Context: an optimization exercise on an open-source flow, tuned for a short achievable clock period and few clock cycles per item. The choices shown serve that exercise and are no tape-out recipe. At most, simulation tests tie the RTL to the original design; equivalence was not proved. For runs 1 to 5, only the layout was checked, not whether the RTL still works. Power and IR drop assume default switching activity.

**design.v**
```verilog
`timescale 1ns/100ps
module ks_add16
(
    input  logic [15:0] x,
    input  logic [15:0] y,
    output logic [15:0] s
);
    always_comb begin
        logic [15:0] g, p, gg, pp, ng, np;
        g  = x & y;
        p  = x ^ y;
        gg = g;
        pp = p;
        for (int l = 0; l < 4; l++) begin
            ng = gg;
            np = pp;
            for (int i = 0; i < 16; i++) begin
                if (i >= (1 << l)) begin
                    ng[i] = gg[i] | (pp[i] & gg[i - (1 << l)]);
                    np[i] = pp[i] & pp[i - (1 << l)];
                end
            end
            gg = ng;
            pp = np;
        end
        s = p ^ {gg[14:1], ~(~x[0] | ~y[0]), 1'b0};
    end
endmodule
module cpu_top
(
    input  logic        clk,
    input  logic        reset,
    input  logic [15:0] mem_rdata,
    output logic [15:0] mem_addr,
    output logic        mem_we,
    output logic [15:0] mem_wdata,
    output logic        halted
);
    logic [15:0] regs [8];
    logic        z;
    logic [15:0] ma;       
    logic [15:0] mar;      
    logic        first;    
    logic [15:0] mai;
    logic        we;
    logic [15:0] wd;
    logic        ir_v;
    logic [2:0]  ir_rx;
    logic [15:0] ir_pc;    
    logic [15:0] opa;      
    logic [15:0] opb;      
    logic [15:0] opx;      
    logic [15:0] opy;      
    logic [15:0] imm;      
    logic        c_alu;    
    logic        c_cmp;
    logic        c_mov;
    logic        c_ldi;    
    logic        c_ldic;   
    logic        c_jmp;    
    logic        c_ld;
    logic        c_st;
    logic        c_ovl;    
    logic [15:0] ovl_w;    
    logic [15:0] ovl_a;    
    logic        ld_wr;    
    logic [2:0]  ld_rx;    
    logic        f_add;     
    logic        f_sub;     
    logic        f_oth;     
    logic        f_not;
    logic        f_and;
    logic        f_or;
    logic        zs_eq;     
    logic        zs_ff;     
    logic        zs_one;    
    logic        zs_and;
    logic        zs_or;
    logic        zs_add;
    logic        dcyc;
    logic [15:0] ib;        
    logic [15:0] ra;        
    logic [15:0] ra1;       
    logic [15:0] ra2;       
    logic        stale;     
    logic        hlt;       
    logic        run;       
    typedef struct packed {
        logic       halt;
        logic [2:0] rx;
        logic [2:0] ry;
        logic       alu, cmp, mov, ldi, jmp, jz, jnz, ld, st;
        logic       arith, useb, inc, dec, sub, fnot, fand, f_or;
        logic       zeq, zff, zone, zand, zor, zadd;
        logic       simple;    
    } dec_t;
    function automatic dec_t decode(input logic [15:0] w);
        dec_t d;
        logic [5:0] op;
        op = w[15:10];
        d = '0;
        d.rx   = w[9:7];
        d.ry   = w[6:4];
        d.halt = (op == 6'd0);
        d.alu  = (op == 6'd4) || (op == 6'd5) || (op == 6'd6) ||
                 (op == 6'd7) || (op == 6'd8)  || (op == 6'd9) ||
                 (op == 6'd10) || (op == 6'd12);
        d.cmp  = (op == 6'd16);
        d.mov  = (op == 6'd32);
        d.ldi  = (op == 6'd35);
        d.jmp  = (op == 6'd23);
        d.jz   = (op == 6'd24);
        d.jnz  = (op == 6'd25);
        d.ld   = (op == 6'd33);
        d.st   = (op == 6'd37);
        d.arith = (op == 6'd5) || (op == 6'd6) || (op == 6'd10) ||
                  (op == 6'd12) || (op == 6'd16);
        d.useb  = (op == 6'd10) || (op == 6'd12) || (op == 6'd16);
        d.inc   = (op == 6'd5);
        d.dec   = (op == 6'd6);
        d.sub   = (op == 6'd12) || (op == 6'd16);
        d.fnot  = (op == 6'd4);
        d.fand  = (op == 6'd7);
        d.f_or  = (op == 6'd8);
        d.zeq   = (op == 6'd12) || (op == 6'd16) || (op == 6'd9);
        d.zff   = (op == 6'd4) || (op == 6'd5);
        d.zone  = (op == 6'd6);
        d.zand  = (op == 6'd7);
        d.zor   = (op == 6'd8);
        d.zadd  = (op == 6'd10);
        d.simple = !(d.halt || d.ldi || d.jmp || d.jz || d.jnz || d.ld || d.st);
        decode = d;
    endfunction
    logic [15:0] sum, logic_res, other_res, alu_res;
    logic        z_new;
    ks_add16 u_add (
        .x (opx),
        .y (opy),
        .s (sum)
    );
    always_comb begin
        if (f_not)      logic_res = ~opa;
        else if (f_and) logic_res = opa & opb;
        else if (f_or)  logic_res = opa | opb;
        else            logic_res = opa ^ opb;
    end
    assign other_res = c_mov ? opb : (c_ldic ? imm : logic_res);
    assign alu_res   = ({16{f_add}} & sum) | ({16{f_sub}} & ~sum) | ({16{f_oth}} & other_res);
    assign z_new = (zs_eq  && (opa == opb)) ||
                   (zs_ff  && (opa == 16'hffff)) ||
                   (zs_one && (opa == 16'h0001)) ||
                   (zs_and && ((opa & opb) == 16'h0000)) ||
                   (zs_or  && ((opa | opb) == 16'h0000)) ||
                   (zs_add && ((opa ^ opb) == {opa[14:0] | opb[14:0], 1'b0}));
    localparam int XC_N = 8;
    localparam int XC_B = 3;
    logic [15:0]        xc_d [XC_N];
    logic [15-XC_B:0]   xc_t [XC_N];
    logic [XC_N-1:0]    xc_v;
    logic x1;           
    logic one_cyc;      
    logic load_rd;      
    logic load_ib;      
    logic lseq;         
    logic ovsel;        
    logic stale_i2;     
    dec_t nd;
    dec_t d_rd, d_ib, d_ov, d_nx;
    logic [15:0] la;    
    logic [15:0] ma1, ma2, la1, la2;
    logic        z_next;
    logic        n_jcc, n_hit;
    logic [15:0] n_xd;
    logic [XC_B-1:0] n_idx;
    assign x1      = ir_v;
    assign one_cyc = !(c_ldi || c_jmp || c_ld || c_st);
    assign load_rd = !dcyc && (!ir_v || one_cyc);
    assign load_ib = dcyc && !stale;
    assign lseq    = load_rd || load_ib;
    assign ovsel   = x1 && (c_ld || c_st) && c_ovl;
    assign stale_i2 = c_st && c_ovl && (opa == ovl_a);
    assign d_rd    = decode(mem_rdata);
    assign d_ib    = decode(ib);
    assign d_ov    = decode(ovl_w);
    assign nd      = dcyc ? d_ib : (ovsel ? d_ov : d_rd);
    assign mai     = mar & {16{!first}};
    assign ma1     = mai + 16'd1;
    assign ma2     = mai + 16'd2;
    assign la      = dcyc ? ra : mai;
    assign la1     = dcyc ? ra1 : ma1;
    assign la2     = dcyc ? ra2 : ma2;
    assign z_next  = (x1 && (c_alu || c_cmp)) ? z_new : z;
    logic        hit1_r, hit2_r;      
    logic        hit3_r, hit4_r;      
    logic [15:0] xd1_r, xd2_r, xd3_r, xd4_r;
    logic        seq1, seq2;          
    logic        seq3, seq4;          
    logic        hit_ma;
    logic [15:0] xd_ma;
    logic        ra_hit;
    logic [15:0] ra_xd;
    logic        hit1, hit2, hit3, hit4;
    logic [XC_B-1:0] idx1, idx2, idx3, idx4;
    logic [XC_B-1:0] upd_idx;         
    logic        upd;
    assign hit_ma  = (seq1 && hit1_r) || (seq2 && hit2_r) || (seq3 && hit3_r) || (seq4 && hit4_r);
    assign xd_ma   = seq1 ? xd1_r : (seq2 ? xd2_r : (seq3 ? xd3_r : xd4_r));
    assign n_hit   = dcyc ? ra_hit : hit_ma;
    assign n_xd    = dcyc ? ra_xd : xd_ma;
    assign n_idx   = mai[XC_B-1:0];
    function automatic logic xc_hit(input logic [15:0] adr);
        xc_hit = xc_v[adr[XC_B-1:0]] && (xc_t[adr[XC_B-1:0]] == adr[15:XC_B]);
    endfunction
    assign idx1    = la1[XC_B-1:0];
    assign idx2    = la2[XC_B-1:0];
    assign hit1    = dcyc ? xc_hit(ra1) : xc_hit(ma1);
    assign hit2    = dcyc ? xc_hit(ra2) : xc_hit(ma2);
    assign idx3    = n_xd[XC_B-1:0];
    assign idx4    = mem_rdata[XC_B-1:0];
    assign hit3    = dcyc ? xc_hit(ra_xd) :
                     ((seq1 && xc_hit(xd1_r)) || (seq2 && xc_hit(xd2_r)) ||
                      (seq3 && xc_hit(xd3_r)) || (!seq1 && !seq2 && !seq3 && xc_hit(xd4_r)));
    assign hit4    = xc_hit(mem_rdata);
    logic        fill, inval;
    logic [XC_B-1:0] fill_idx, inval_idx;
    assign fill      = x1 && (c_ldi || c_jmp || ((c_ld || c_st) && !c_ovl));
    assign fill_idx  = ir_pc[XC_B-1:0];
    assign inval     = x1 && c_st;
    assign inval_idx = opa[XC_B-1:0] - 1'b1;
    function automatic logic xc_upd(input logic [XC_B-1:0] idx);
        xc_upd = (fill && fill_idx == idx) || (inval && inval_idx == idx);
    endfunction
    assign n_jcc   = nd.jz || nd.jnz;
    logic        ovl_ok;
    assign d_nx    = decode(n_xd);
    assign ovl_ok  = (nd.ld || nd.st) && n_hit && d_nx.simple &&
                     !(nd.ld && (d_nx.rx == nd.rx || d_nx.ry == nd.rx));
    logic        wr_alu;
    logic        wr_mem;
    logic        wb_v;
    logic [2:0]  wb_rx;
    logic [15:0] wb_d;
    assign wr_alu = x1 && (c_alu || c_mov || c_ldic);
    assign wr_mem = (x1 && c_ldi) || (dcyc && ld_wr);
    always_ff @(posedge clk or posedge reset) begin
        if (reset) begin
            for (int i = 0; i < 8; i++) regs[i] <= 16'd0;
            wb_v <= 1'b0;
        end else begin
            for (int i = 0; i < 8; i++) begin
                if ((x1 && c_ldi && ir_rx == 3'(i)) || (dcyc && ld_wr && ld_rx == 3'(i)))
                    regs[i] <= mem_rdata;
                else if (wb_v && wb_rx == 3'(i))
                    regs[i] <= wb_d;
            end
            wb_v <= wr_alu;
        end
    end
    always_ff @(posedge clk) begin
        wb_rx <= ir_rx;
        wb_d  <= alu_res;
    end
    logic [15:0] rd_a, rd_b, rf_a, rf_b;
    logic        fa_alu, fa_mem, fb_alu, fb_mem;
    assign fa_alu = wr_alu && (dcyc ? ir_rx == d_ib.rx : ir_rx == d_rd.rx);
    assign fb_alu = wr_alu && (dcyc ? ir_rx == d_ib.ry : ir_rx == d_rd.ry);
    assign fa_mem = dcyc && ld_wr && ld_rx == d_ib.rx;
    assign fb_mem = dcyc && ld_wr && ld_rx == d_ib.ry;
    function automatic logic [15:0] rf_rd(input logic [2:0] r);
        rf_rd = (wb_v && wb_rx == r) ? wb_d : regs[r];
    endfunction
    assign rf_a = dcyc ? rf_rd(d_ib.rx) : (ovsel ? rf_rd(d_ov.rx) : rf_rd(d_rd.rx));
    assign rf_b = dcyc ? rf_rd(d_ib.ry) : (ovsel ? rf_rd(d_ov.ry) : rf_rd(d_rd.ry));
    assign rd_a = fa_alu ? alu_res : (fa_mem ? mem_rdata : rf_a);
    assign rd_b = fb_alu ? alu_res : (fb_mem ? mem_rdata : rf_b);
    logic [15:0] ma_j;      
    logic [15:0] ma_nj;     
    logic        s1_nj;     
    logic        s2_nj;     
    assign s1_nj = lseq ? !(nd.jmp && n_hit) && !(nd.ldi && n_hit) && !ovl_ok : (!dcyc && c_ldi);
    assign s2_nj = lseq && !(nd.jmp && n_hit) && ((nd.ldi && n_hit) || ovl_ok);
    logic        s3_nj;     
    assign s3_nj = lseq && nd.jmp && n_hit;
    logic        sel_j;
    logic        taken;
    logic [15:0] ma_jt;
    logic [15:0] ma_t, ma_n;
    logic [15:0] ma_d;
    assign sel_j = lseq && n_jcc;
    assign taken = z_next ^ nd.jnz;
    assign ma_jt = n_hit ? n_xd : la1;
    assign ma_t  = sel_j ? ma_jt : ma_nj;
    assign ma_n  = sel_j ? la2 : ma_nj;
    assign ma_d  = taken ? ma_t : ma_n;
    always_comb begin
        if (lseq) begin
            if (nd.jmp && n_hit)
                ma_nj = n_xd;
            else if ((nd.ldi && n_hit) || ovl_ok)
                ma_nj = la2;
            else
                ma_nj = la1;
        end else if (dcyc) begin
            ma_nj = ra;
        end else if (c_ldi) begin
            ma_nj = ma1;
        end else if (c_jmp) begin
            ma_nj = mem_rdata;
        end else if (c_ld) begin
            ma_nj = opb;
        end else begin
            ma_nj = opa;
        end
    end
    always_ff @(posedge clk or posedge reset) begin
        if (reset) begin
            z     <= 1'b0;
            ma    <= 16'h0000;
            first <= 1'b1;
            seq1  <= 1'b0;
            seq2  <= 1'b0;
            seq3  <= 1'b0;
            seq4  <= 1'b0;
            hit1_r <= 1'b0;
            hit2_r <= 1'b0;
            hit3_r <= 1'b0;
            hit4_r <= 1'b0;
            we    <= 1'b0;
            ir_v  <= 1'b0;
            dcyc  <= 1'b0;
            hlt   <= 1'b0;
            run   <= 1'b1;
            xc_v  <= '0;
        end else begin
            if (x1 && (c_alu || c_cmp))
                z <= z_new;
            ma   <= ma_d;
            first <= 1'b0;
            seq1 <= taken ? ((sel_j && !n_hit) || (!sel_j && s1_nj)) : (!sel_j && s1_nj);
            seq2 <= taken ? (!sel_j && s2_nj) : (sel_j || s2_nj);
            seq3 <= taken ? ((sel_j && n_hit) || (!sel_j && s3_nj)) : (!sel_j && s3_nj);
            seq4 <= !lseq && !dcyc && !c_ldi && c_jmp;
            hit1_r <= hit1 && !xc_upd(idx1);
            hit2_r <= hit2 && !xc_upd(idx2);
            hit3_r <= hit3 && !xc_upd(idx3);
            hit4_r <= hit4 && !xc_upd(idx4);
            we   <= x1 && c_st && run;
            dcyc <= x1 && (c_ld || c_st);
            if (lseq) begin
                ir_v <= taken ? !nd.halt && !((nd.jmp || n_jcc) && n_hit)
                              : !nd.halt && !n_jcc && !(nd.jmp && n_hit);
                if (nd.halt) begin
                    hlt <= 1'b1;
                    run <= 1'b0;
                end
            end else begin
                ir_v <= ovsel && !stale_i2;
            end
            if (fill)
                xc_v[fill_idx] <= 1'b1;
            if (inval)
                xc_v[inval_idx] <= 1'b0;
        end
    end
    always_ff @(posedge clk) begin
        begin
            ir_rx   <= nd.rx;
            c_ld    <= nd.ld;
            c_st    <= nd.st;
            c_ovl   <= ovl_ok;
            ovl_w   <= n_xd;
            ovl_a   <= la1;
            ld_wr   <= x1 && c_ld;
            ld_rx   <= ir_rx;
            ir_pc   <= ovsel ? ovl_a : la;
            opa     <= rd_a;
            opb     <= rd_b;
            opx     <= rd_a ^ {16{nd.sub}};
            opy     <= nd.useb ? rd_b : {{15{nd.dec}}, nd.dec | nd.inc};
            imm     <= n_xd;
            c_alu   <= nd.alu;
            c_cmp   <= nd.cmp;
            c_mov   <= nd.mov;
            c_ldi   <= nd.ldi && !n_hit;
            c_ldic  <= nd.ldi && n_hit;
            c_jmp   <= nd.jmp || n_jcc;
            f_add   <= nd.arith && !nd.sub;
            f_sub   <= nd.sub;
            f_oth   <= !nd.arith;
            f_not   <= nd.fnot;
            f_and   <= nd.fand;
            f_or    <= nd.f_or;
            zs_eq   <= nd.zeq;
            zs_ff   <= nd.zff;
            zs_one  <= nd.zone;
            zs_and  <= nd.zand;
            zs_or   <= nd.zor;
            zs_add  <= nd.zadd;
        end
        mar   <= ma_d;
        xd1_r <= xc_d[idx1];
        xd2_r <= xc_d[idx2];
        xd3_r <= xc_d[idx3];
        xd4_r <= xc_d[idx4];
        if (x1 && (c_ld || c_st)) begin
            ib    <= mem_rdata;
            ra    <= stale_i2 ? ovl_a : mai;
            ra1   <= ma1;
            ra2   <= ma2;
            stale <= c_st && (stale_i2 || opa == mai);
            ra_xd <= xd_ma;
            ra_hit <= hit_ma && !xc_upd(n_idx);
        end
        if (x1 && c_st)
            wd <= opb;
        if (fill) begin
            xc_d[fill_idx] <= mem_rdata;
            xc_t[fill_idx] <= ir_pc[15:XC_B];
        end
    end
    assign mem_addr  = ma;
    assign mem_we    = we;
    assign mem_wdata = wd;
    assign halted    = hlt;
endmodule
```
**run.sh**
```bash
#!/bin/bash
# synth_recipe.tcl (not shown) runs the flow's synth.tcl, then flattens the netlist and writes it again
# the make line also repeats each setting of config.mk as NAME=value (left out here)
make -C /OpenROAD-flow-scripts/flow DESIGN_CONFIG=/design/flow/config.mk WORK_HOME=/design/flow/orfs CLKGATE_MAP_FILE= SYNTH_SCRIPT=/design/flow/synth_recipe.tcl finish
```
**config.mk**
```make
export PLATFORM = sky130hd
export DESIGN_NAME = cpu_top
export DESIGN_NICKNAME = cpu_top
export VERILOG_FILES = /design/flow/design.v
export SDC_FILE = /design/flow/constraint.sdc
export NUM_CORES = 4
export LEC_CHECK = 0
export CAP_MARGIN = 20
export CORE_MARGIN = 2
export CORE_UTILIZATION = 40
export SETUP_SLACK_MARGIN = 5
export SLEW_MARGIN = 20
export SYNTH_HIERARCHICAL = 1
```
**constraint.sdc**
```tcl
create_clock -name core_clock -period 8.0 [get_ports {clk}]
set_input_delay 1.6000 -clock core_clock [delete_from_list [all_inputs] [get_ports {clk}]]
set_output_delay 1.6000 -clock core_clock [all_outputs]
set_load 0.01 [all_outputs]
```
==> key figures, run 1 <==
Status
  • Outcome: finished clean

Clocking
  • Root Buffer: clkbuf_16
  • Cts bufs inserted: 88
  • Cts hold-fix bufs: 0
  • CTS Sinks: roughly 740
  • Clock Path Buffers: 3
  • Clock slew at reported path FFs: 0.06 ns
  • TritonCTS clock tree: built
  • Clk Latency, worst-skew pair: about 0.73 ns
  • H-tree depth: 3

Synth
  • Mapped Nets: 5,462
  • Syn avg cell area: 9.97 um2
  • EDFF count, synth: 326
  • Mapped Cells: between 5,000 and 6,000
  • Synthesized area: approximately 54,000 um2
  • Netlist cell types: around 100
  • #FFs+latches synth: approximately 740
  • Synthesis Warnings: 9
  • Main synth FF type: edfxtp_1
  • Seq/Total Area, Yosys: 0.351
  • Ys async rst share: 0.228

GRT
  • Antenna violations before repair: 11
  • Met3 Use GR: 0.0959
  • Largest net degree at the start of global routing: 108
  • Busiest layer in global routing: met2
  • GR Overflow Total: 0
  • Met1 usage: 0.439
  • First-pass GRT wire length: ~330,000 um
  • Gr usage total: 0.335
  • Global routing usage on met2: 0.490
  • Vias in the first global route: 45,600

Drt
  • Routed vias: about 50,000
  • Routed wire length: about 240,000 um
  • DRC: 0
  • Pre-antenna DRT Iters: 9
  • Antenna Violating Nets Remaining: 0
  • DRT iter0 DRCs: ~8,300
  • Via density: 6.86
  • Wire per inst: ~33 um

Power
  • Total power divided by cell area: between 200 and 300 nW/um2
  • Total power: 18.6 mW
  • Leakage: 23.4 nW
  • VDD IR-drop max: around 180 uV

Critical path
  • Worst path slowest cell: dfstp_2
  • R2R depth: 12
  • Worst-path fanout max: 7
  • Critical Path Start: first
  • Top cell by count, worst path: buf_12
  • Critical Path End Type: flip-flop
  • Cell family with most CP delay: multiplexers
  • Buf/Inv on CP: 3
  • Reg-to-reg setup timing slack: between 4 and 5 ns
  • CP required: 8.64 ns
  • Reg2Reg Capture Point: hit2_r
  • Crit-path cells: nand2b_4 -> buf_12 -> clkinvlp_4 -> ha_4 -> buf_12 -> mux4_2 -> mux2i_4 -> xnor2_1 -> nor4_1 -> and4_1 -> nand4_1 -> a22oi_1
  • Kind of critical path: reg2reg
  • Startpoint types: flip-flop
  • Worst r2r src: first
  • CP Depth: 12
  • Max incr delay on CP: around 0.56 ns
  • Critical path endpoint: hit2_r
  • Critical Path AT: 4.03 ns

Floorplanning
  • Rows: 134
  • Die span in x: 370 um
  • I/O pin count: 52
  • Die extent in y: approximately 370 um
  • Die ar.: approximately 140,000 um2
  • Placeable core region: about 130,000 um2
  • Starting density of the core: 0.403

Timing
  • Worst-Margin Slew: 1.22 ns
  • Max Clk Rate: slightly below 0.3 GHz
  • Setup TNS: 0 ns
  • Final setup vio count: 0
  • RSZ-0062 raised after global routing: true
  • Fin crit share: 0.424
  • Slew HR: 0.179
  • Skew final: slightly above 0.03 ns
  • Final Hold Fails: 0
  • Final Max Slew Viols: 0
  • Setup ws final: roughly 4.6 ns
  • Clock period minus final worst setup slack: about 3.4 ns

Final layout
  • Area growth syn-to-layout: 18.3%
  • Layout Nets: approximately 5,400
  • Finished Cell Area: about 64,000 um2
  • Layout cells sized above 1: 0.255
  • Biggest regs: regs (128), xc_d (128), xc_t (104)

Worst hold path
  • Worst min path class: reg2reg

Placement
  • Pre-CTS setup slack: 2.86 ns
  • Post-DP Area: approximately 56,000 um2
  • PortBufs: approximately 50
  • Placer Congestion: roughly 1
  • HPWL Detailed: approximately 150,000 um

Run
  • Max cap viols: 0
-- synthesized netlist by cell type (41+ instances only) --
cell | n | share of area
edfxtp_1 | 326 | 0.18
ha_1 | 58 | 0.014
xor2_1 | 147 | 0.024
a21oi_1 | 198 | 0.018
nor2_1 | 279 | 0.020
clkbuf_1 | 350 | 0.024
buf_1 | 80 | 0.0056
nor3_1 | 53 | 0.0049
dfrtp_1 | 166 | 0.077
nand4_1 | 62 | 0.0072
mux2i_1 | 424 | 0.079
nor4_1 | 41 | 0.0048
dfxtp_1 | 243 | 0.091
nand2b_1 | 60 | 0.0070
o22ai_1 | 49 | 0.0057
a221oi_1 | 65 | 0.011
buf_2 | 56 | 0.0052
o21ai_0 | 388 | 0.036
mux2_2 | 89 | 0.019
nand3_1 | 203 | 0.019
xnor2_1 | 129 | 0.021
mux4_2 | 393 | 0.16
nor2b_1 | 112 | 0.013
nand2_1 | 672 | 0.047
inv_1 | 145 | 0.010
-- per-stage QoR --
stage          instances  utilization  hold slack (ns)
2_1_floorplan       5385            -            0.329
3_3_place_gp        6859        0.422            0.443
3_5_place_dp        6859        0.422            0.438
4_1_cts             7141        0.464            0.438
5_1_grt             7197        0.476            0.461
6_report            7198        0.476            0.443
-- final cells by class --
type	instances	area, um2
inverters	153	666
clock inverters	32	279
diodes	2	5.00
fillers	12100	69800
clock buffers	132	2660
repair buffers	371	4170
multi-input cells	4003	34500
well taps	1768	2210
flip-flops and latches	737	19000
-- kinds of logic after synthesis --
| group | after synthesis | synth area share |
|---|---|---|
| simple gates | 1611 | 0.140 |
| compound gates | 1146 | 0.139 |
| mux | 908 | 0.263 |
| flops | 737 | 0.351 |
| buf+inv | 646 | 0.0472 |
| xor+xnor | 276 | 0.0450 |
| fa+ha+maj | 60 | 0.0141 |
| other cells | 1 | 0.0000699 |
-- layout by cell type, fill, tap and decap left out, types with 106 or more instances in the layout --
| cell type | count |
|---|---|
| a21oi_1 | 176 |
| buf_4 | 209 |
| clkbuf_16 | 106 |
| dfrtp_1 | 160 |
| dfxtp_1 | 194 |
| edfxtp_1 | 326 |
| inv_1 | 124 |
| mux2i_1 | 387 |
| mux4_2 | 393 |
| nand2_1 | 663 |
| nand3_1 | 202 |
| nor2_1 | 255 |
| o21ai_0 | 336 |
| xnor2_1 | 121 |
| xor2_1 | 144 |
-- modules after synthesis (local to each module, per instance) --
module    times used  cells inside  flip-flops and latches
ks_add16           1            90                       0
cpu_top            1          5295                     737
-- worst register-to-register path: stages, from the launching register on --
cell and delay (ns):
dfstp_2 0.56, nand2b_4 0.15, buf_12 0.12, clkinvlp_4 0.15
ha_4 0.36, buf_12 0.16, mux4_2 0.54, mux2i_4 0.30
xnor2_1 0.12, nor4_1 0.27, and4_1 0.23, nand4_1 0.16
a22oi_1 0.21
-- how the worst min path moves through the flow --
stage / depth (start not counted) / start / to
floorplan: 0 / ir_rx[0] / ld_rx[0]
finish: 0 / ir_rx[2] / ld_rx[2]
global route: 0 / ir_rx[2] / ld_rx[2]
detailed placement: 0 / ir_rx[2] / ld_rx[2]
global placement: 0 / ir_rx[2] / ld_rx[2]
CTS: 0 / ir_rx[2] / ld_rx[2]
-- metal layers --
metal,vias to the layer above,part of all wire
met2,3975,0.42
met3,897,0.14
li1,20200,-
met1,24200,0.37
met4,12,0.074
met5,-,0.00033
-- repair_timing --
item	in CTS	in global routing
pin swaps	38	55
gates resized for setup	435	227
gates cloned	13	11
buffers inserted	105	44
setup endpoints to repair	631	417
-- report_power, final --
| group | switching, mW | internal (mW) | leakage, nW |
|---|---|---|---|
| sequential | 1.59 | 4.71 | 6.93 |
| clock | 1.77 | 2.40 | 1.44 |
| combinational | 4.69 | 3.46 | 15.1 |
==> run 2: changes to the inputs <==
--- a/design.v
+++ b/design.v
@@ -39,8 +39,7 @@
     logic [15:0] regs [8];
     logic        z;
     logic [15:0] ma;       
-    logic [15:0] mar;      
-    logic        first;    
+    logic [15:0] man;      
     logic [15:0] mai;
     logic        we;
     logic [15:0] wd;
@@ -183,7 +182,7 @@
     assign d_ib    = decode(ib);
     assign d_ov    = decode(ovl_w);
     assign nd      = dcyc ? d_ib : (ovsel ? d_ov : d_rd);
-    assign mai     = mar & {16{!first}};
+    assign mai     = ~man;
     assign ma1     = mai + 16'd1;
     assign ma2     = mai + 16'd2;
     assign la      = dcyc ? ra : mai;
@@ -209,7 +208,11 @@
     assign n_xd    = dcyc ? ra_xd : xd_ma;
     assign n_idx   = mai[XC_B-1:0];
     function automatic logic xc_hit(input logic [15:0] adr);
-        xc_hit = xc_v[adr[XC_B-1:0]] && (xc_t[adr[XC_B-1:0]] == adr[15:XC_B]);
+        logic h;
+        h = 1'b0;
+        for (int k = 0; k < XC_N; k++)
+            h = h | (xc_v[k] && adr[XC_B-1:0] == XC_B'(k) && xc_t[k] == adr[15:XC_B]);
+        xc_hit = h;
     endfunction
     assign idx1    = la1[XC_B-1:0];
     assign idx2    = la2[XC_B-1:0];
@@ -316,7 +319,7 @@
         if (reset) begin
             z     <= 1'b0;
             ma    <= 16'h0000;
-            first <= 1'b1;
+            man   <= ~16'h0000;
             seq1  <= 1'b0;
             seq2  <= 1'b0;
             seq3  <= 1'b0;
@@ -335,7 +338,7 @@
             if (x1 && (c_alu || c_cmp))
                 z <= z_new;
             ma   <= ma_d;
-            first <= 1'b0;
+            man  <= ~ma_d;
             seq1 <= taken ? ((sel_j && !n_hit) || (!sel_j && s1_nj)) : (!sel_j && s1_nj);
             seq2 <= taken ? (!sel_j && s2_nj) : (sel_j || s2_nj);
             seq3 <= taken ? ((sel_j && n_hit) || (!sel_j && s3_nj)) : (!sel_j && s3_nj);
@@ -397,7 +400,6 @@
             zs_or   <= nd.zor;
             zs_add  <= nd.zadd;
         end
-        mar   <= ma_d;
         xd1_r <= xc_d[idx1];
         xd2_r <= xc_d[idx2];
         xd3_r <= xc_d[idx3];
==> run 2 against run 1 <==
Against the previous run:
- critical path depth down 5
- core utilization up 0.74 points
- count of clock-buffer cells in the layout down 20
- global-route usage up 4.7 points
- worst hold slack worse by 0.013 ns
- final area up 7.5%
- register-to-register slack worse by 0.06 ns
- final cell count up 14%
- maximum frequency down 1.6%
- clock skew up 0.016 ns
- synthesized cell count up 14%
- first-iteration DRC count up 8.7%
==> key figures, run 2 <==
Floorplanning
  • Die ar.: 145,000 um2 (+5.5%)
  • Starting density of the core: 0.402 (-0.000942)
  • Placeable core region: 141,000 um2 (+5.8%)
  • Die extent in y: 380 um (+2.7%)
  • Rows: 138 (+3.0%)
  • I/O pin count: 52 (unchanged)
  • Die span in x: 380 um (+2.7%)

Drt
  • Pre-antenna DRT Iters: 8 (-1)
  • Routed wire length: 288,000 um (+20%)
  • Routed vias: 55,100 (+12%)
  • DRT iter0 DRCs: 9,062 (+8.7%)
  • Via density: 6.75 (-1.5%)
  • DRC: 0 (unchanged)
  • Wire per inst: 35.2 um (+6.1%)
  • Antenna Violating Nets Remaining: 0 (unchanged)

Timing
  • Slew HR: 0.117 (-0.0620)
  • Fin crit share: 0.431 (+0.00691)
  • Final setup vio count: 0 (unchanged)
  • Setup ws final: 4.56 ns (-0.0553 ns)
  • Final Hold Fails: 0 (unchanged)
  • RSZ-0062 raised after global routing: true
  • Clock period minus final worst setup slack: 3.44 ns (+0.0553 ns)
  • Setup TNS: 0 ns (unchanged)
  • Final Max Slew Viols: 0 (unchanged)
  • Max Clk Rate: 0.290 GHz (-1.6%)
  • Worst-Margin Slew: 1.33 ns (+0.106 ns)
  • Skew final: 0.0465 ns (+0.0158 ns)

Clocking
  • Clock Path Buffers: 3 (unchanged)
  • Cts hold-fix bufs: 0 (unchanged)
  • TritonCTS clock tree: built
  • CTS Sinks: 727 (-1.4%)
  • Cts bufs inserted: 86 (-2.3%)
  • Clk Latency, worst-skew pair: 0.73 ns (about the same)
  • H-tree depth: 3 (unchanged)
  • Clock slew at reported path FFs: 0.06 ns (about the same)
  • Root Buffer: clkbuf_16

Placement
  • PortBufs: 51 (unchanged)
  • Pre-CTS setup slack: 3.03 ns (+0.168 ns)
  • HPWL Detailed: 182,000 um (+22%)
  • Placer Congestion: 1.09 (+8.8%)

GRT
  • First-pass GRT wire length: 397,000 um (+19%)
  • Antenna violations before repair: 10 (-1)
  • GR Overflow Total: 0 (unchanged)
  • Vias in the first global route: 51,100 (+12%)
  • Largest net degree at the start of global routing: 97 (-10%)
  • Gr usage total: 0.382 (+0.0471)

Synth
  • EDFF count, synth: 326 (unchanged)
  • #FFs+latches synth: 727 (-1.4%)
  • Ys async rst share: 0.252 (+0.0238)
  • Synthesis Warnings: 9 (unchanged)
  • Synth top area cells: edfxtp_1, xnor2_1, dfxtp_1
  • Synth top area share: 0.173 (-0.00965)
  • Netlist cell types: 110 (+12%)
  • Synthesized area: 56,700 um2 (+5.6%)
  • Synth cell count leaders: xnor2_1, nand2_1, clkbuf_1
  • Seq/Total Area, Yosys: 0.331 (-0.0205)
  • Cell taking the most area after synthesis: edfxtp_1
  • Most common cell in the netlist: xnor2_1
  • Mapped Cells: 6,128 (+14%)
  • Syn avg cell area: 9.25 um2 (-7.2%)
  • Main synth FF type: edfxtp_1
  • Mapped Nets: 6,211 (+14%)

Critical path
  • Startpoint types: flip-flop
  • Kind of critical path: reg2reg
  • R2R depth: 7 (-5)
  • Critical Path AT: 4.01 ns (-0.02 ns)
  • Worst-path fanout max: 10 (+3)
  • Critical Path End Type: flip-flop
  • CP required: 8.57 ns (-0.07 ns)

Final layout
  • Highest-count cells in the layout ignoring fill and taps: xnor2_1, nand2_1, xor2_1
  • Commonest non-fill, non-tap cell in the layout: xnor2_1
  • Layout cells sized above 1: 0.221 (-0.0342)
  • Biggest regs: regs (128), xc_d (128), xc_t (104)
  • Util after Layout: 0.484 (+0.00739)
  • Layout Nets: 6,286 (+16%)
  • Area growth syn-to-layout: 20.4%

Worst hold path
  • Worst min path class: reg2reg
  • Worst hold path depth: 0 (unchanged)

Power
  • Leakage: 24.7 nW (+5.5%)
  • VDD IR-drop max: 269 uV (+49%)
  • Total power divided by cell area: 340 nW/um2 (+16%)

Run
  • Max cap viols: 0 (unchanged)

Status
  • Outcome: finished clean
==> run 2: changes by cell type after synthesis, moves of 29 or more <==
cell      change
o21ai_0      -29
xnor2_1     +619
mux4_2      -234
nor2_1       -34
mux2i_1     -128
nor4_1      +119
nor2b_1      -54
clkbuf_1     +98
a211oi_1     +45
xor2_1      +296
nand4_1     +152
nand3_1      -53
nand2_1      -55
==> run 2: repair_timing <==
action	in CTS	in global routing
endpoints found under the setup margin	268	125
resized for setup	387	250
pin swaps	52	82
setup buffers	157	170
gates cloned	21	4
==> run 2: worst paths after layout <==
path,from,endpoint,slack (ns)
setup / recovery,xc_t[7][8],hit2_r,4.56
hold / removal,ir_rx[2],ld_rx[2],0.43
setup reg to reg,xc_t[7][8],hit2_r,4.56
hold reg to reg,ir_rx[2],ld_rx[2],0.43
max in group asynchronous,reset,regs[5][11],5.36
min in group asynchronous,reset,regs[6][14],1.40
==> run 2: area by class of cell <==
type                            instances  area, um2
Clock buffer                          112       2350
Multi-Input combinational cell       4669      37200
Sequential cell                       727      18900
Fill cell                           13000      72800
Tap cell                             1890       2360
Clock inverter                         49        632
Timing Repair Buffer                  589       6180
Antenna cell                            4       10.0
Inverter                              130        578
==> run 2: logic make-up after synthesis <==
logic type / count (synthesis) / share of synthesized area
AO/OA/AOI/OAI: 1106 / 0.127
XOR/XNOR: 1206 / 0.189
adder cells (fa/ha/maj): 66 / 0.0147
buffers and inverters: 738 / 0.0512
flip-flops: 727 / 0.331
multiplexers: 545 / 0.133
AND/OR/NAND/NOR: 1740 / 0.154
==> run 2: critical path, cell delays in order, from the launching register on <==
cell and delay (ns):
edfxtp_1 1.23, xor2_1 0.20, nor4_1 0.07, a31oi_1 0.24
o311ai_0 0.20, nor4_1 0.97, or3_1 0.32, a31oi_4 0.07
==> run 2: modules after synthesis (local to each module, per instance) <==
module	cells inside	cell area, um2
cpu_top	6038	56000
ks_add16	90	687
==> run 2: per-layer routing <==
| layer | wire length [um] | GRT usage | part of all wire |
|---|---|---|---|
| met5 | 158 | 0.00231 | 0.00055 |
| met2 | 116000 | 0.545 | 0.40 |
| met1 | 104000 | 0.484 | 0.36 |
| met3 | 42400 | 0.143 | 0.15 |
| met4 | 24400 | 0.242 | 0.085 |
==> run 2: through the flow <==
stage	instances	hold slack, ns	total power, mW	cell area [um2]
2_1_floorplan	6128	0.326	13.2	57600
3_3_place_gp	7647	0.416	17.0	59200
3_5_place_dp	7647	0.425	17.1	59200
4_1_cts	7986	0.431	22.0	65500
5_1_grt	8167	0.446	23.9	68200
6_report	8170	0.430	23.2	68300
==> run 2: where the power goes <==
| group | total [mW] | leakage (nW) | switching, mW | internal (mW) |
|---|---|---|---|---|
| clock network | 4.23 | 1.45 | 1.80 | 2.43 |
| registers | 7.71 | 6.77 | 2.71 | 5.00 |
| logic | 11.3 | 16.5 | 6.32 | 4.94 |
| total | 23.2 | 24.7 | 10.8 | 12.4 |
==> run 3: changes to the inputs <==
--- a/design.v
+++ b/design.v
@@ -26,6 +26,25 @@
         s = p ^ {gg[14:1], ~(~x[0] | ~y[0]), 1'b0};
     end
 endmodule
+module inc16
+(
+    input  logic [15:0] a,
+    output logic [15:0] s
+);
+    always_comb begin
+        logic [15:0] pp, np;
+        pp = a;
+        for (int l = 0; l < 4; l++) begin
+            np = pp;
+            for (int i = 0; i < 16; i++) begin
+                if (i >= (1 << l))
+                    np[i] = pp[i] & pp[i - (1 << l)];
+            end
+            pp = np;
+        end
+        s = a ^ {pp[14:0], 1'b1};
+    end
+endmodule
 module cpu_top
 (
     input  logic        clk,
@@ -183,8 +202,16 @@
     assign d_ov    = decode(ovl_w);
     assign nd      = dcyc ? d_ib : (ovsel ? d_ov : d_rd);
     assign mai     = ~man;
-    assign ma1     = mai + 16'd1;
-    assign ma2     = mai + 16'd2;
+    logic [15:0] ma2h;
+    inc16 u_inc1 (
+        .a (mai),
+        .s (ma1)
+    );
+    inc16 u_inc2 (
+        .a ({1'b0, mai[15:1]}),
+        .s (ma2h)
+    );
+    assign ma2     = {ma2h[14:0], mai[0]};
     assign la      = dcyc ? ra : mai;
     assign la1     = dcyc ? ra1 : ma1;
     assign la2     = dcyc ? ra2 : ma2;
==> run 3 against run 2 <==
Against the previous run:
- area after synthesis hardly changed
- core utilization is 0.76 points lower
- setup slack better by 0.18 ns
- sequential share of layout area is 0.46 points higher
- via count is 2.1% higher
- combinational power hardly changed
- power is 2.8% lower
- maximum frequency is 5.4% higher
- highest routed layer unchanged
==> key figures, run 3 <==
Critical path
  • Top cell by count, worst path: buf_6
  • Worst path slowest cell: a211oi_4
  • Critical Path AT: 3.93 ns (-0.08 ns)
  • Startpoint types: flip-flop
  • Worst r2r src: seq1
  • Reg-to-reg setup timing slack: 4.73 ns (+0.18 ns)
  • CP required: 8.66 ns (+0.09 ns)
  • Max incr delay on CP: 0.56 ns (-0.67 ns)
  • Buf/Inv on CP: 5 (+5)
  • Crit-path cells: buf_4 -> inv_2 -> mux2i_1 -> a211oi_4 -> xnor2_1 -> nand4_1 -> nand4_2 -> and3b_4 -> buf_6 -> nor2_4 -> buf_12 -> buf_6 -> a21o_1
  • Critical Path End Type: flip-flop
  • Critical Path Start: seq1
  • Kind of critical path: reg2reg
  • Cell family with most CP delay: buffers and inverters
  • Worst-path fanout max: 38 (+28)

Placement
  • Post-DP Area: 59,200 um2 (about the same)
  • PortBufs: 51 (unchanged)
  • Placed Cells: 7,694 (+0.61%)
  • Placer Congestion: 1.11 (+2.4%)
  • HPWL Detailed: 180,000 um (-1.3%)
  • Pre-CTS setup slack: 3.02 ns (-0.00115 ns)

Floorplanning
  • I/O pin count: 52 (unchanged)
  • Rows: 138 (unchanged)
  • Die span in x: 380 um (about the same)
  • Die extent in y: 380 um (about the same)
  • Starting density of the core: 0.402 (about the same)
  • Die ar.: 145,000 um2 (about the same)
  • Placeable core region: 141,000 um2 (unchanged)

Final layout
  • Count of non-filler cells in the finished layout: 8,198 (+0.34%)
  • Finished Cell Area: 67,200 um2 (-1.6%)
  • Layout cells sized above 1: 0.211 (-0.00979)
  • Util after Layout: 0.476 (-0.00756)
  • Fillers: 13,000 (-0.092%)
  • FF/Latch Area: 18,900 um2 (about the same)
  • Biggest regs: regs (128), xc_d (128), xc_t (104)
  • Layout Nets: 6,303 (+0.27%)
  • Commonest non-fill, non-tap cell in the layout: xnor2_1
  • Highest-count cells in the layout ignoring fill and taps: xnor2_1, nand2_1, xor2_1
  • Area of the multi-input gates: 36,400 um2 (-2.4%)
  • Area growth syn-to-layout: 18.6%

GRT
  • GR Overflow Total: 0 (unchanged)
  • Largest net degree at the start of global routing: 121 (+25%)
  • Vias in the first global route: 51,700 (+1.2%)
  • First-pass GRT wire length: 398,000 um (about the same)
  • Gr usage total: 0.380 (-0.00201)
  • Antenna violations before repair: 15 (+5)

Drt
  • DRC: 0 (unchanged)
  • Wire per inst: 35.2 um (about the same)
  • Routed wire length: 288,000 um (+0.27%)
  • Via density: 6.87 (+1.7%)
  • Routed vias: 56,300 (+2.1%)
  • DRT iter0 DRCs: 10,500 (+16%)
  • Antenna Violating Nets Remaining: 0 (unchanged)
  • Pre-antenna DRT Iters: 10 (+2)

Power
  • VDD IR-drop max: 244 uV (-9.2%)
  • Internal power: 11.9 mW (-3.9%)
  • Leakage: 24.2 nW (-2.0%)
  • Switch share: 0.473 (+0.00605)
  • Total power: 22.6 mW (-2.8%)
  • Clock share of power: 0.177 (-0.005)
  • Combinational Power Share: 0.490 (+0.005)
  • Switching Power: 10.7 mW (-1.5%)
  • Sequential share of power: 0.333 (about the same)
  • Total power divided by cell area: 336 nW/um2 (-1.2%)

Timing
  • Skew final: 0.0517 ns (+0.00524 ns)
  • Hold slack: 0.478 ns (+0.0487 ns)
  • Clock period minus final worst setup slack: 3.27 ns (-0.178 ns)
  • Final Max Slew Viols: 0 (unchanged)
  • RSZ-0062 raised after global routing: true
  • Max Clk Rate: 0.306 GHz (+5.4%)
  • Setup TNS: 0 ns (unchanged)
  • Final Hold Fails: 0 (unchanged)
  • Fin crit share: 0.408 (-0.0222)
  • Setup ws final: 4.73 ns (+0.178 ns)
  • Worst-Margin Slew: 1.35 ns (+0.0254 ns)
  • Slew HR: 0.0913 (-0.0252)
  • Final setup vio count: 0 (unchanged)

Run
  • Max cap viols: 0 (unchanged)

Clocking
  • TritonCTS clock tree: built
  • Clock slew at reported path FFs: 0.06 ns (about the same)
  • Clock Path Buffers: 3 (unchanged)
  • Cts bufs inserted: 84 (-2.3%)
  • CTS Sinks: 727 (unchanged)
  • Root Buffer: clkbuf_16
  • H-tree depth: 3 (unchanged)
  • Clk Latency, worst-skew pair: 0.70 ns (-0.03 ns)

Synth
  • Mapped Cells: 6,170 (+0.69%)
  • Synthesized area: 56,700 um2 (about the same)
  • Mapped Nets: 6,248 (+0.60%)
  • Syn avg cell area: 9.18 um2 (-0.71%)
  • Synthesis Warnings: 10 (+1)

Worst hold path
  • Worst min path class: reg2reg
  • Hold_sp: hlt

Status
  • Outcome: finished clean
## run 3: final timing paths
kind                            cells past startpoint          to
worst max-delay path                               13      man[9]
max in group asynchronous                           4        ir_v
worst min register to register                      1         hlt
worst min-delay path                                1         hlt
worst max register to register                     13      man[9]
min in group asynchronous                           3  regs[4][6]
## run 3: metal layers
layer  part of all wire  wire length, um  vias to the layer above  GRT usage
met4              0.095            27500                       20      0.267
met5            0.00050              143                        -          0
met2               0.40           115000                     5278      0.541
met1               0.35           101000                    27200      0.468
met3               0.15            44100                     1504      0.149
li1                   -                -                    22300          -
## run 3: timing repair
item / CTS / global route
hold buffers: 0 / 0
resized for setup: 403 / 146
buffers inserted: 142 / 161
gates cloned: 20 / 8
pin swaps: 38 / 56
endpoints found under the setup margin: 280 / 282
## run 3: power by group through the flow
stage / logic, mW / registers [mW] / clock network, mW
floorplan: 7.25 / 5.68 / 0
global placement: 9.35 / 7.41 / 0
detailed placement: 9.49 / 7.40 / 0
CTS: 10.1 / 7.30 / 4.03
global route: 11.6 / 7.41 / 4.17
finish: 11.1 / 7.50 / 4.00
## run 3: cell type report
| class | instances | area share |
|---|---|---|
| Tap cell | 1890 | 0.0352 |
| Multi-Input combinational cell | 4666 | 0.541 |
| Inverter | 157 | 0.0103 |
| Sequential cell | 727 | 0.282 |
| Antenna cell | 11 | 0.000410 |
| Timing Repair Buffer | 589 | 0.0890 |
| Clock buffer | 114 | 0.0355 |
| Clock inverter | 44 | 0.00672 |
==> run 4: changes to the inputs <==
--- a/design.v
+++ b/design.v
@@ -235,11 +235,7 @@
     assign n_xd    = dcyc ? ra_xd : xd_ma;
     assign n_idx   = mai[XC_B-1:0];
     function automatic logic xc_hit(input logic [15:0] adr);
-        logic h;
-        h = 1'b0;
-        for (int k = 0; k < XC_N; k++)
-            h = h | (xc_v[k] && adr[XC_B-1:0] == XC_B'(k) && xc_t[k] == adr[15:XC_B]);
-        xc_hit = h;
+        xc_hit = xc_v[adr[XC_B-1:0]] && (xc_t[adr[XC_B-1:0]] == adr[15:XC_B]);
     endfunction
     assign idx1    = la1[XC_B-1:0];
     assign idx2    = la2[XC_B-1:0];
==> run 4 against run 3 <==
Against the previous run:
- routed wire length shrank 18%
- core utilization grew 0.89 points
- clock power grew 3%
- largest power group unchanged
- largest cell class unchanged
- combinational power grew 7%
- setup slack gained 0.025 ns
==> key figures, run 4 <==
Drt
  • Via density: 6.87 (about the same)
  • Antenna Violating Nets Remaining: 0 (unchanged)
  • Routed vias: 47,700 (-15%)
  • DRT iter0 DRCs: 7,714 (-27%)
  • Routed wire length: 238,000 um (-18%)
  • DRC: 0 (unchanged)
  • Pre-antenna DRT Iters: 7 (-3)
  • Wire per inst: 34.2 um (-2.8%)

Timing
  • Slew HR: 0.227 (+0.135)
  • RSZ-0062 raised after global routing: true
  • Final Max Slew Viols: 0 (unchanged)
  • Fin crit share: 0.405 (-0.00309)
  • Setup TNS: 0 ns (unchanged)
  • Max Clk Rate: 0.308 GHz (+0.76%)
  • Final Hold Fails: 0 (unchanged)
  • Clock period minus final worst setup slack: 3.24 ns (-0.0247 ns)
  • Worst-Margin Slew: 1.16 ns (-0.193 ns)
  • Skew final: 0.0345 ns (-0.0172 ns)
  • Setup ws final: 4.76 ns (+0.0247 ns)
  • Final setup vio count: 0 (unchanged)

Clocking
  • CTS Sinks: 736 (+1.2%)
  • Root Buffer: clkbuf_16
  • Clk Latency, worst-skew pair: 0.73 ns (+0.03 ns)
  • Clock Path Buffers: 3 (unchanged)
  • H-tree depth: 3 (unchanged)
  • Cts hold-fix bufs: 0 (unchanged)
  • Clock slew at reported path FFs: 0.06 ns (about the same)
  • TritonCTS clock tree: built
  • Cts bufs inserted: 84 (unchanged)

Critical path
  • Worst path slowest cell: or4b_4
  • CP required: 8.67 ns (about the same)
  • Critical path endpoint: opy[6]
  • Startpoint types: primary input
  • Crit-path cells: buf_16 -> xor2_2 -> or4b_4 -> and2_4 -> buf_6 -> o21ai_2 -> o21ai_2 -> a211o_1 -> a31oi_4 -> a221o_1
  • Critical Path End Type: flip-flop
  • Kind of critical path: in2reg
  • Reg-to-reg setup timing slack: 4.78 ns (+0.05 ns)
  • R2R depth: 14 (+1)
  • Critical Path AT: 3.91 ns (-0.02 ns)
  • Max incr delay on CP: 0.57 ns (about the same)
  • Top cell by count, worst path: o21ai_2
  • Worst r2r src: dcyc
  • Reg2Reg Capture Point: man[1]
  • Critical Path Start: mem_rdata[6]
  • Worst-path fanout max: 5 (-87%)

Floorplanning
  • Die ar.: 136,000 um2 (-6.3%)
  • Placeable core region: 132,000 um2 (-6.7%)
  • Die extent in y: 368 um (-3.2%)
  • I/O pin count: 52 (unchanged)
  • Rows: 133 (-3.6%)
  • Starting density of the core: 0.403 (+0.00133)
  • Die span in x: 368 um (-3.2%)

Final layout
  • Finished Cell Area: 63,900 um2 (-4.9%)
  • Biggest regs: regs (128), xc_d (128), xc_t (104)
  • Diode count: 0 (-11)
  • Commonest non-fill, non-tap cell in the layout: nand2_1
  • Layout cells sized above 1: 0.294 (+0.0832)
  • Highest-count cells in the layout ignoring fill and taps: nand2_1, mux4_2, mux2i_1
  • Area growth syn-to-layout: 20.4%
  • Layout Nets: 5,201 (-17%)

Synth
  • Mapped Nets: 5,161 (-17%)
  • Mapped Cells: 5,083 (-18%)
  • Synthesis Warnings: 10 (unchanged)
  • Synthesized area: 53,000 um2 (-6.4%)
  • Syn avg cell area: 10.4 um2 (+14%)

GRT
  • Largest net degree at the start of global routing: 99 (-18%)
  • Gr usage total: 0.338 (-0.0417)
  • Vias in the first global route: 45,200 (-13%)
  • First-pass GRT wire length: 334,000 um (-16%)
  • GR Overflow Total: 0 (unchanged)
  • Antenna violations before repair: 8 (-7)

Placement
  • HPWL Detailed: 149,000 um (-17%)
  • Post-DP Area: 55,500 um2 (-6.2%)
  • PortBufs: 51 (unchanged)
  • Placer Congestion: 0.985 (-11%)
  • Pre-CTS setup slack: 3.07 ns (+0.0476 ns)

Power
  • VDD IR-drop max: 262 uV (+7.4%)
  • Total power divided by cell area: 360 nW/um2 (+7.2%)
  • Leakage: 23.4 nW (-3.6%)
  • Total power: 23.0 mW (+1.9%)

Worst hold path
  • Worst min path class: reg2reg
  • Worst hold path depth: 0 (-1)

Run
  • Max cap viols: 0 (unchanged)

Status
  • Outcome: finished clean
==> run 4: per-layer routing <==
metal	up-vias	global-route usage	part of all wire
met5	-	0.00214	0.00016
met4	6	0.184	0.069
met3	860	0.109	0.14
met2	3724	0.504	0.43
met1	23800	0.436	0.37
li1	19400	-	-
==> run 4: repair_timing <==
item                                    4_1_cts  5_1_grt
buffers inserted                             99       90
cloned                                       25       12
endpoints found under the setup margin      673      397
resized for setup                           441      272
pin swaps                                    53      113
==> run 4: through the flow <==
stage / util / instances / hold WS [ns]
2_1_floorplan: - / 5083 / 0.326
3_3_place_gp: 0.422 / 6566 / 0.459
3_5_place_dp: 0.422 / 6566 / 0.447
4_1_cts: 0.468 / 6846 / 0.449
5_1_grt: 0.485 / 6948 / 0.480
6_report: 0.485 / 6948 / 0.458
==> run 4: worst min path at each step <==
| stage | startpoint | end | slack (ns) |
|---|---|---|---|
| finish | ir_rx[2] | ld_rx[2] | 0.46 |
| global placement | ir_rx[2] | ld_rx[2] | 0.46 |
| floorplan | ir_rx[0] | ld_rx[0] | 0.33 |
| CTS | ir_rx[2] | ld_rx[2] | 0.45 |
| global route | ir_rx[2] | ld_rx[2] | 0.48 |
| detailed placement | ir_rx[2] | ld_rx[2] | 0.45 |
==> run 4: layout make-up <==
cell class                      count  area [um2]
Fill cell                       11700       67800
Multi-Input combinational cell   3774       34300
Sequential cell                   736       19100
Timing Repair Buffer              406        4810
Clock buffer                      108        2390
Tap cell                         1755        2200
Inverter                          121         554
Clock inverter                     48         526
==> run 4: worst max-delay path, delay by kind of cell <==
family | cells | cell delay [ns]
buffers and inverters | 2 | 0.26
AOI/OAI and AO/OA | 5 | 1.06
xor gates and xnor gates | 1 | 0.15
and+or+nand+nor | 2 | 0.80
==> run 4: power by group <==
| part | leakage (nW) | switching (mW) | internal (mW) |
|---|---|---|---|
| clock network | 1.45 | 1.73 | 2.41 |
| logic | 15.1 | 6.77 | 5.10 |
| registers | 6.85 | 1.95 | 5.03 |
==> run 5: changes to the inputs <==
--- a/design.v
+++ b/design.v
@@ -57,8 +57,7 @@
 );
     logic [15:0] regs [8];
     logic        z;
-    logic [15:0] ma;       
-    logic [15:0] man;      
+    logic [15:0] ma;
     logic [15:0] mai;
     logic        we;
     logic [15:0] wd;
@@ -201,7 +200,7 @@
     assign d_ib    = decode(ib);
     assign d_ov    = decode(ovl_w);
     assign nd      = dcyc ? d_ib : (ovsel ? d_ov : d_rd);
-    assign mai     = ~man;
+    assign mai     = ma;
     logic [15:0] ma2h;
     inc16 u_inc1 (
         .a (mai),
@@ -342,7 +341,6 @@
         if (reset) begin
             z     <= 1'b0;
             ma    <= 16'h0000;
-            man   <= ~16'h0000;
             seq1  <= 1'b0;
             seq2  <= 1'b0;
             seq3  <= 1'b0;
@@ -361,7 +359,6 @@
             if (x1 && (c_alu || c_cmp))
                 z <= z_new;
             ma   <= ma_d;
-            man  <= ~ma_d;
             seq1 <= taken ? ((sel_j && !n_hit) || (!sel_j && s1_nj)) : (!sel_j && s1_nj);
             seq2 <= taken ? (!sel_j && s2_nj) : (sel_j || s2_nj);
             seq3 <= taken ? ((sel_j && n_hit) || (!sel_j && s3_nj)) : (!sel_j && s3_nj);
==> run 5 against run 4 <==
Against the previous run:
- area after synthesis shrank 1.6%
- global-route usage fell by 0.91 points
- first-iteration DRC count decreased by 1.3%
- setup slack improved by 0.090 ns
- power shrank 3.5%
- critical path depth is 2 higher
- sequential share of layout area up 0.17 points
- critical path type is now reg2reg
- largest cell class unchanged
==> key figures, run 5 <==
GRT
  • GR Overflow Total: 0 (unchanged)
  • Vias in the first global route: 43,700 (-3.5%)
  • Antenna violations before repair: 0 (-8)
  • Gr usage total: 0.329 (-0.00909)
  • Largest net degree at the start of global routing: 67 (-32%)
  • First-pass GRT wire length: 319,000 um (-4.5%)

Final layout
  • Finished Cell Area: 62,100 um2 (-2.7%)
  • Highest-count cells in the layout ignoring fill and taps: nand2_1, mux4_2, mux2i_1
  • Area growth syn-to-layout: 19.1%
  • Layout cells sized above 1: 0.282 (-0.0125)
  • Commonest non-fill, non-tap cell in the layout: nand2_1
  • Layout Nets: 5,170 (-0.60%)
  • Biggest regs: regs (128), xc_d (128), xc_t (104)
  • Count of non-filler cells in the finished layout: 6,908 (-0.58%)
  • Util after Layout: 0.480 (-0.00522)

Power
  • Total power: 22.2 mW (-3.5%)
  • Leakage: 22.7 nW (-2.8%)
  • Internal power: 12.1 mW (-3.5%)
  • Combinational Power Share: 0.510 (-0.006)
  • Clock share of power: 0.185 (+0.005)
  • Switching Power: 10.1 mW (-3.6%)
  • Switch share: 0.454 (about the same)
  • Total power divided by cell area: 357 nW/um2 (-0.86%)
  • VDD IR-drop max: 245 uV (-6.6%)
  • Sequential share of power: 0.305 (about the same)

Critical path
  • Worst r2r src: opa[0]
  • Startpoint types: flip-flop
  • Worst path slowest cell: dfxtp_1
  • Crit-path cells: buf_12 -> clkinvlp_4 -> ha_1 -> nor3b_1 -> nand4_1 -> o311ai_1 -> o32a_2 -> xor2_4 -> a32oi_4 -> inv_4 -> a22o_1 -> a221o_1
  • Max incr delay on CP: 0.38 ns (-0.19 ns)
  • CP required: 8.57 ns (-0.10 ns)
  • Critical Path Start: opa[0]
  • Reg2Reg Capture Point: ma[12]
  • Buf/Inv on CP: 3 (+1)
  • Critical Path End Type: flip-flop
  • Critical Path AT: 3.73 ns (-0.18 ns)
  • Kind of critical path: reg2reg
  • Cell family with most CP delay: compound AO/OA/AOI/OAI gates
  • R2R depth: 12 (-2)
  • Reg-to-reg setup timing slack: 4.85 ns (+0.07 ns)
  • Worst-path fanout max: 6 (+1)

Timing
  • Slew HR: 0.210 (-0.0172)
  • Max Clk Rate: 0.317 GHz (+2.9%)
  • Clock period minus final worst setup slack: 3.15 ns (-0.0901 ns)
  • Final Hold Fails: 0 (unchanged)
  • Setup ws final: 4.85 ns (+0.0901 ns)
  • Worst-Margin Slew: 1.18 ns (+0.0231 ns)
  • Setup TNS: 0 ns (unchanged)
  • Hold slack: 0.429 ns (-0.0290 ns)
  • Final setup vio count: 0 (unchanged)
  • Fin crit share: 0.394 (-0.0113)
  • Final Max Slew Viols: 0 (unchanged)
  • RSZ-0062 raised after global routing: true
  • Skew final: 0.0314 ns (-0.00314 ns)

Synth
  • Syn avg cell area: 10.3 um2 (-1.3%)
  • Mapped Nets: 5,143 (-0.35%)
  • Mapped Cells: 5,065 (-0.35%)
  • Synthesis Warnings: 10 (unchanged)
  • Synthesized area: 52,200 um2 (-1.6%)

Clocking
  • H-tree depth: 3 (unchanged)
  • Cts bufs inserted: 85 (+1.2%)
  • Clock slew at reported path FFs: 0.06 ns (about the same)
  • Clock Path Buffers: 3 (unchanged)
  • Root Buffer: clkbuf_16
  • TritonCTS clock tree: built
  • Clk Latency, worst-skew pair: 0.72 ns (about the same)
  • CTS Sinks: 720 (-2.2%)

Placement
  • HPWL Detailed: 142,000 um (-4.7%)
  • PortBufs: 51 (unchanged)
  • Placed Cells: 6,529 (-0.56%)
  • Pre-CTS setup slack: 3.29 ns (+0.214 ns)
  • Placer Congestion: 0.998 (+1.4%)
  • Post-DP Area: 54,700 um2 (-1.5%)

Floorplanning
  • Die span in x: 365 um (-0.81%)
  • Placeable core region: 129,000 um2 (-1.6%)
  • Die extent in y: 365 um (-0.81%)
  • Die ar.: 133,000 um2 (-1.6%)
  • Starting density of the core: 0.403 (about the same)
  • Rows: 132 (-0.75%)
  • I/O pin count: 52 (unchanged)

Worst hold path
  • Worst hold path depth: 0 (unchanged)
  • Hold Path End: ld_rx[2]
  • Worst min path class: reg2reg
  • Hold_sp: ir_rx[2]

Drt
  • Antenna Violating Nets Remaining: 0 (unchanged)
  • Via density: 6.86 (-0.13%)
  • DRT iter0 DRCs: 7,612 (-1.3%)
  • Pre-antenna DRT Iters: 9 (+2)
  • Routed vias: 47,400 (-0.70%)
  • DRC: 0 (unchanged)
  • Routed wire length: 230,000 um (-3.4%)
  • Wire per inst: 33.2 um (-2.8%)

Status
  • Outcome: finished clean

Run
  • Max cap viols: 0 (unchanged)
## run 5: cell count changes in the layout (fill, tap and decap cells not counted), moves of 23 or more
cell | before | now
nand3_1 | 132 | 224
o21ai_0 | 297 | 351
nor2_1 | 237 | 190
a21oi_1 | 208 | 162
nand2_1 | 596 | 639
o211ai_1 | 55 | 26
mux2_2 | 99 | 123
xnor2_1 | 124 | 148
xor2_1 | 153 | 130
## run 5: metal layers
metal	part of all wire	routed length [um]	GRT usage	vias to the layer above
met5	0.00042	96	0	-
met4	0.069	15800	0.180	2
met3	0.14	31700	0.104	892
met2	0.42	97000	0.481	3814
met1	0.37	85000	0.433	23400
li1	-	-	-	19300
## run 5: repair_timing
item | 4_1_cts | 5_1_grt
pin swaps | 21 | 71
setup buffers | 100 | 87
gates resized for setup | 399 | 254
gates cloned | 13 | 17
endpoints found under the setup margin | 511 | 340
hold buffers | 0 | 0
## run 5: cell type report
class                      count  area [um2]
sequential                   720       18700
timing repair buffer         395        4530
fill                       11700       67300
inverter                     111         526
clock buffer                 115        2410
multi-input combinational   3778       33400
tap                         1742        2180
clock inverter                45         489
antenna                        1        2.50
timing repair inverter         1        5.00
## run 5: worst max path at each step
stage	end	slack (ns)	cells after the start
after floorplan	dcyc	4.27	1
after global placement	opy[12]	3.34	10
after detailed placement	opy[12]	3.29	10
after CTS	hit1_r	4.83	10
after global routing	ma[15]	4.71	13
final	ma[12]	4.85	12
## run 5: power by group through the flow
stage                     combinational (mW)  clock (mW)  sequential (mW)
after floorplan                         7.01           0             5.68
after global placement                  9.44           0             6.78
after detailed placement                9.53           0             6.77
after CTS                               10.3        4.13             6.58
after global routing                    11.8        4.28             6.77
final                                   11.3        4.11             6.76
==> run 6: changes to the inputs <==
--- a/design.v
+++ b/design.v
@@ -45,6 +45,25 @@
         s = a ^ {pp[14:0], 1'b1};
     end
 endmodule
+module zflag
+(
+    input  logic [15:0] a,
+    input  logic [15:0] b,
+    input  logic        zs_eq,     
+    input  logic        zs_ff,     
+    input  logic        zs_one,    
+    input  logic        zs_and,
+    input  logic        zs_or,
+    input  logic        zs_add,
+    output logic        z
+);
+    assign z = (zs_eq  && (a == b)) ||
+               (zs_ff  && (a == 16'hffff)) ||
+               (zs_one && (a == 16'h0001)) ||
+               (zs_and && ((a & b) == 16'h0000)) ||
+               (zs_or  && ((a | b) == 16'h0000)) ||
+               (zs_add && ((a ^ b) == {a[14:0] | b[14:0], 1'b0}));
+endmodule
 module cpu_top
 (
     input  logic        clk,
@@ -163,12 +182,17 @@
     end
     assign other_res = c_mov ? opb : (c_ldic ? imm : logic_res);
     assign alu_res   = ({16{f_add}} & sum) | ({16{f_sub}} & ~sum) | ({16{f_oth}} & other_res);
-    assign z_new = (zs_eq  && (opa == opb)) ||
-                   (zs_ff  && (opa == 16'hffff)) ||
-                   (zs_one && (opa == 16'h0001)) ||
-                   (zs_and && ((opa & opb) == 16'h0000)) ||
-                   (zs_or  && ((opa | opb) == 16'h0000)) ||
-                   (zs_add && ((opa ^ opb) == {opa[14:0] | opb[14:0], 1'b0}));
+    zflag u_z (
+        .a      (opa),
+        .b      (opb),
+        .zs_eq  (zs_eq),
+        .zs_ff  (zs_ff),
+        .zs_one (zs_one),
+        .zs_and (zs_and),
+        .zs_or  (zs_or),
+        .zs_add (zs_add),
+        .z      (z_new)
+    );
     localparam int XC_N = 8;
     localparam int XC_B = 3;
     logic [15:0]        xc_d [XC_N];
==> run 6 against run 5 <==
Against the previous run:
- routed wire length is 4.2% higher
- combinational power about the same
- power increased by 0.68%
- critical path type is now reg2out
- area after synthesis is 1.8% higher
- die area increased by 1.8%
- core utilization is 0.085 points higher
- via count rose by 2.4%
- global-route usage rose by 0.76 points
- final area is 1.8% higher
- maximum frequency down 0.46%
- synthesized cell count is 3.6% higher
- largest cell class unchanged
- clock power shrank 1%
==> key figures, run 6 <==
Status
  • Outcome: finished clean

Floorplanning
  • Die ar.: 136,000 um2 (+1.8%)
  • Die span in x: 368 um (+0.87%)
  • Placeable core region: 132,000 um2 (+1.7%)
  • Starting density of the core: 0.403 (+0.000484)
  • I/O pin count: 52 (unchanged)
  • Rows: 133 (+0.76%)
  • Die extent in y: 368 um (+0.87%)

Final layout
  • Layout cells sized above 1: 0.272 (-0.00963)
  • Count of non-filler cells in the finished layout: 7,144 (+3.4%)
  • Area growth syn-to-layout: 19.2% (about the same)
  • Commonest non-fill, non-tap cell in the layout: nand2_1
  • Biggest regs: regs (128), xc_d (128), xc_t (104)
  • Layout Nets: 5,421 (+4.9%)
  • Finished Cell Area: 63,300 um2 (+1.8%)
  • Fillers: 11,900 (+1.9%)
  • Highest-count cells in the layout ignoring fill and taps: nand2_1, mux2i_1, mux4_2
  • Util after Layout: 0.481 (+0.000854)

Drt
  • Via density: 6.79 (-0.99%)
  • DRT iter0 DRCs: 8,333 (+9.5%)
  • DRC: 0 (unchanged)
  • Pre-antenna DRT Iters: 8 (-1)
  • Antenna Violating Nets Remaining: 0 (unchanged)
  • Routed wire length: 239,000 um (+4.2%)
  • Routed vias: 48,500 (+2.4%)
  • Wire per inst: 33.5 um (+0.73%)

GRT
  • Met3 Use GR: 0.104 (+0.000599)
  • Vias in the first global route: 45,300 (+3.7%)
  • First-pass GRT wire length: 334,000 um (+4.5%)
  • Met1 usage: 0.448 (+0.0144)
  • Global routing usage on met2: 0.494 (+0.0128)
  • Busiest layer in global routing: met2
  • Gr usage total: 0.337 (+0.00763)
  • GR Overflow Total: 0 (unchanged)
  • Largest net degree at the start of global routing: 72 (+7.5%)
  • Antenna violations before repair: 12 (+12)

Timing
  • Final Hold Fails: 0 (unchanged)
  • Clock period minus final worst setup slack: 3.17 ns (+0.0145 ns)
  • Fin crit share: 0.396 (+0.00181)
  • Skew final: 0.0302 ns (-0.00112 ns)
  • Max Clk Rate: 0.316 GHz (-0.46%)
  • RSZ-0062 raised after global routing: true
  • Slew HR: 0.260 (+0.0503)
  • Worst-Margin Slew: 1.10 ns (-0.0752 ns)
  • Final Max Slew Viols: 0 (unchanged)
  • Setup TNS: 0 ns (unchanged)
  • Final setup vio count: 0 (unchanged)

Power
  • Leakage: 23.6 nW (+3.8%)
  • VDD IR-drop max: 196 uV (-20%)
  • Total power divided by cell area: 353 nW/um2 (-1.1%)
  • Total power: 22.3 mW (+0.68%)

Placement
  • Placed Cells: 6,747 (+3.3%)
  • Placer Congestion: 1.01 (+1.2%)
  • PortBufs: 51 (unchanged)
  • Post-DP Area: 55,700 um2 (+2.0%)
  • HPWL Detailed: 149,000 um (+5.2%)

Critical path
  • Kind of critical path: reg2out
  • Startpoint types: flip-flop
  • Worst-path fanout max: 4 (-2)
  • CP required: 6.40 ns (-2.17 ns)
  • Critical Path AT: 1.57 ns (-2.16 ns)
  • Critical Path End Type: primary output

Synth
  • Synthesized area: 53,100 um2 (+1.8%)
  • Synthesis Warnings: 10 (unchanged)
  • Mapped Nets: 5,357 (+4.2%)
  • Syn avg cell area: 10.1 um2 (-1.8%)
  • Mapped Cells: 5,249 (+3.6%)

Clocking
  • Clock Path Buffers: 3 (unchanged)
  • H-tree depth: 3 (unchanged)
  • TritonCTS clock tree: built
  • Clk Latency, worst-skew pair: 0.73 ns (about the same)
  • Root Buffer: clkbuf_16
  • Clock slew at reported path FFs: 0.06 ns (about the same)
  • CTS Sinks: 720 (unchanged)
  • Cts bufs inserted: 87 (+2.4%)
  • Cts hold-fix bufs: 0 (unchanged)

Worst hold path
  • Worst min path class: reg2reg

Run
  • Max cap viols: 0 (unchanged)
==> run 6: path summary, 6_finish.rpt <==
check,start,endpoint,slack (ns),cells past startpoint
min in group asynchronous,reset,regs[2][0],1.29,2
worst min register to register,ir_rx[2],ld_rx[2],0.44,0
worst max register to register,xd1_r[0],hit3_r,4.89,10
max in group asynchronous,reset,ma[7],5.35,3
worst max-delay path,ma[0],mem_addr[0],4.83,2
worst min-delay path,ir_rx[2],ld_rx[2],0.44,0
==> run 6: per-stage QoR <==
step                hold slack (ns)  setup WS, ns
floorplan                     0.326          4.27
global placement              0.423          3.12
CTS                           0.429          4.80
global route                  0.443          4.80
finish                        0.439          4.83
detailed placement            0.415          3.07
==> run 6: repair_timing <==
| item | in CTS | in global routing |
|---|---|---|
| resized for setup | 462 | 177 |
| gates cloned | 21 | 13 |
| buffers inserted | 97 | 101 |
| endpoints found under the setup margin | 571 | 240 |
| pin swaps | 23 | 34 |
==> run 6: power breakdown <==
part | leakage (nW) | total [mW] | switching (mW) | internal, mW
sequential | 6.70 | 6.76 | 1.88 | 4.88
combinational | 15.5 | 11.5 | 6.65 | 4.87
clock | 1.42 | 4.06 | 1.77 | 2.29
total | 23.6 | 22.3 | 10.3 | 12.0
==> run 6: worst max-delay path, stage by stage, from the launching register on <==
cell     delay, ns
dfrtp_4       0.58
buf_16        0.16
buf_6         0.11
==> run 6: layer usage <==
layer,wire [um],up-vias
met3,33100,860
li1,-,19900
met5,83,-
met1,89100,23800
met4,15200,14
met2,102000,3856
==> run 6: layout make-up <==
type	instances	area (um2)	area share
clock inverters	52	457	0.00722
repair inverters	3	23.8	0.000376
diodes	1	2.50	0.0000395
multi-input cells	3931	34000	0.538
clock buffers	112	2430	0.0383
inverters	147	631	0.00996
flip-flops and latches	720	18700	0.295
repair buffers	423	4820	0.0761
well taps	1755	2200	0.0347
Testbench counts of run 6, summed over its fixed seeds: cycles 27,294, instrs 20,286.

[port drivers added, routing unchanged]
In the flow no input, the clock included, has a driving cell. The finished layouts below were timed again as built, in two steps. Step 1, drivers: a clkbuf_16 drives clk and a buf_2 each remaining input, both assumed. Step 2, shift: input delay + t, output delay - t, t = (earliest + latest rising clock arrival at the registers) / 2. This alone moves slack from input paths to output paths. Three values: ideal, step 1, step 2; two values: the first two.
run | t, ns | setup WS [ns]
run 1 | 0.794 | 4.611 / 4.611 / 3.869
run 2 | 0.782 | 4.556 / 4.556 / 3.928
run 3 | 0.764 | 4.734 / 4.719 / 3.955
run 4 | 0.792 | 4.758 / 4.627 / 3.835
run 5 | 0.778 | 4.849 / 4.723 / 3.945
run 6 | 0.786 | 4.834 / 4.760 / 4.014
After both steps setup and hold are still met in every run listed.
